Context: an optimization exercise on an open-source flow, tuned for small area. The choices shown serve that exercise and are no tape-out recipe. Only simulation tests tie the RTL to the original design; equivalence was not proved.

Setup of rev 12:
==> module conv1_line_buffer, before the edit <==
module conv1_line_buffer (
    input  logic         clk_i,
    input  logic         reset_i,
    input  logic         pixel_valid_i,
    input  logic [7:0]   pixel_i,
    input  logic         sof_i,
    output logic [151:0] sr_o,
    output logic [71:0]  tapn_o,
    output logic         win_valid_o,
    output logic         win_rodd_o,
    output logic         win_codd_o
);
    logic [5:0] pos_q;
    logic [5:0] pos_c;
    assign pos_c = sof_i ? 6'd0 : pos_q;
    always_comb begin
        for (int kr = 0; kr < 3; kr++) begin
            for (int kc = 0; kc < 3; kc++) begin
                tapn_o[8*(3*kr+kc) +: 8] = ~sr_o[8*((2-kr)*8 + 2 - kc) +: 8];
            end
        end
    end
    always_ff @(posedge clk_i) begin
        if (reset_i) begin
            pos_q       <= '0;
            win_valid_o <= 1'b0;
        end else begin
            win_valid_o <= pixel_valid_i && (pos_c[5:4] != 2'b00) && (pos_c[2:1] != 2'b00);
            if (pixel_valid_i) begin
                pos_q <= pos_c + 6'd1;
            end
        end
    end
    always_ff @(posedge clk_i) begin
        if (pixel_valid_i) begin
            sr_o       <= {sr_o[143:0], pixel_i};
            win_rodd_o <= pos_c[3];
            win_codd_o <= pos_c[0];
        end
    end
endmodule
==> module conv1_max_pool, before the edit <==
module conv1_max_pool (
    input  logic         clk_i,
    input  logic         reset_i,
    input  logic         sum_valid_i,
    input  logic         sum_rodd_i,
    input  logic         sum_codd_i,
    input  logic [39:0]  sum_a_i,
    input  logic [39:0]  sum_b_i,
    input  logic [39:0]  sum_c_i,
    output logic         pool_valid_o,
    output logic [39:0]  pool_data_o
);
    logic [18:0] q0_q [2];
    logic [18:0] q1_q [2];
    logic [18:0] q2_q [2];
    logic [18:0] max_c [2];
    logic [19:0] sum_c [2];
    for (genvar f = 0; f < 2; f++) begin : g_sum
        conv1_sum_rows sum_rows_inst (
            .a_i   (sum_a_i[20*f +: 20]),
            .b_i   (sum_b_i[20*f +: 20]),
            .c_i   (sum_c_i[20*f +: 20]),
            .sum_o (sum_c[f])
        );
    end
    always_comb begin
        for (int f = 0; f < 2; f++) begin
            logic [18:0] other;
            logic [19:0] s;
            s = sum_c[f];
            if (sum_codd_i) begin
                other = q0_q[f];
            end else if (sum_rodd_i) begin
                other = q2_q[f];
            end else begin
                other = '0;
            end
            if (!s[19] && s[18:0] > other) begin
                max_c[f] = s[18:0];
            end else begin
                max_c[f] = other;
            end
            pool_data_o[20*f +: 20] = {1'b0, max_c[f]};
        end
    end
    assign pool_valid_o = sum_valid_i && sum_rodd_i && sum_codd_i;
    always_ff @(posedge clk_i) begin
        if (sum_valid_i) begin
            for (int f = 0; f < 2; f++) begin
                q0_q[f] <= max_c[f];
                if (!sum_codd_i) begin
                    q1_q[f] <= q0_q[f];
                    q2_q[f] <= q1_q[f];
                end
            end
        end
    end
endmodule
clock: 6.5 ns
lec_check: 0
cap_margin: 20
core_margin: 2
core_utilization: 40
slew_margin: 20
synth_hierarchical: 1
synth_minimum_keep_size: 0
run.sh (not shown) runs the stock make flow with config.mk's settings and CLKGATE_MAP_FILE= SYNTH_SCRIPT=/design/flow/synth_recipe.tcl, a recipe that flattens the netlist after the stock synthesis.
## Diff of input files: rev 13 against rev 12
diff --git a/flow/design.v b/flow/design.v
--- a/flow/design.v
+++ b/flow/design.v
@@ -69,9 +69,11 @@
     always_ff @(posedge clk_i) begin
         if (pixel_valid_i) begin
-            sr_o       <= {sr_o[143:0], pixel_i};
-            win_rodd_o <= pos_c[3];
-            win_codd_o <= pos_c[0];
+            sr_o <= {sr_o[143:0], pixel_i};
         end
     end
+    always_ff @(posedge clk_i) begin
+        win_rodd_o <= pos_c[3];
+        win_codd_o <= pos_c[0];
+    end
 endmodule
 `default_nettype wire
@@ -3488,5 +3490,5 @@
             logic [19:0] s;
             s = sum_c[f];
-            if (sum_codd_i) begin
+            if (sum_codd_i || !sum_valid_i) begin
                 other = q0_q[f];
             end else if (sum_rodd_i) begin
@@ -3495,21 +3497,25 @@
                 other = '0;
             end
-            if (!s[19] && s[18:0] > other) begin
+            if (sum_valid_i && !s[19] && s[18:0] > other) begin
                 max_c[f] = s[18:0];
             end else begin
                 max_c[f] = other;
             end
-            pool_data_o[20*f +: 20] = {1'b0, max_c[f]};
         end
     end
-    assign pool_valid_o = sum_valid_i && sum_rodd_i && sum_codd_i;
     always_ff @(posedge clk_i) begin
-        if (sum_valid_i) begin
-            for (int f = 0; f < 2; f++) begin
-                q0_q[f] <= max_c[f];
-                if (!sum_codd_i) begin
-                    q1_q[f] <= q0_q[f];
-                    q2_q[f] <= q1_q[f];
-                end
+        if (reset_i) begin
+            pool_valid_o <= 1'b0;
+        end else begin
+            pool_valid_o <= sum_valid_i && sum_rodd_i && sum_codd_i;
+        end
+    end
+    assign pool_data_o = {1'b0, q0_q[1], 1'b0, q0_q[0]};
+    always_ff @(posedge clk_i) begin
+        for (int f = 0; f < 2; f++) begin
+            q0_q[f] <= max_c[f];
+            if (sum_valid_i && !sum_codd_i) begin
+                q1_q[f] <= q0_q[f];
+                q2_q[f] <= q1_q[f];
             end
         end
### Flow results
In the final reports, the cell area of rev 13 is smaller than that of rev 12.
Compared with rev 12, non-clock buffer total of the final layout in rev 13 decreased by more than 10%.
Min number of cells in the finished layout apart from fillers across rev 13 and rev 12: rev 12
Rev 13 against rev 12; number of combinational gates with multiple inputs is up by a few percent.
Rev 13: no failed stages, no open violations at the end
Measured against each other, rev 13 and rev 12 differ in worst hold margin, the lower figure coming from rev 13.
In rev 13, the routed wirelength normalized by instance count came out about 1.7% above the value in rev 12.
Die area essentially unchanged between rev 12 and rev 13.
Rev 13 ended up with conv1_filter_array_inst.sum_b_o[31] as its critical path endpoint; rev 12 ended up with pool_data_o[33].

static timing again, ports no longer ideal:
No port has a modelled driver above. Below, the same layouts with a new extraction and two added sets of constraints.
Step 1, drivers: a clkbuf_16 drives clk_i and a buf_2 each remaining input, both assumed.
Step 2 also shifts input and output timing later by t, the mid clock arrival at the registers, as if the neighbouring blocks saw the same clock.
a / b / c = ideal ports / drivers / drivers and shift; a / b = the first two.
run | t (ns) | setup WS [ns] | clock arrival spread, ns | slew at the worst register clock pin (ns) | cell pins on the clock port's net
rev 12 | 0.754 | 0.182 / 0.111 / 0.546 | 0.060 / 0.060 | 0.07 / 0.07 | 1
rev 13 | 0.740 | 0.580 / 0.580 / 0.580 | 0.051 / 0.051 | 0.07 / 0.07 | 1
After both steps every run listed still meets setup and hold.
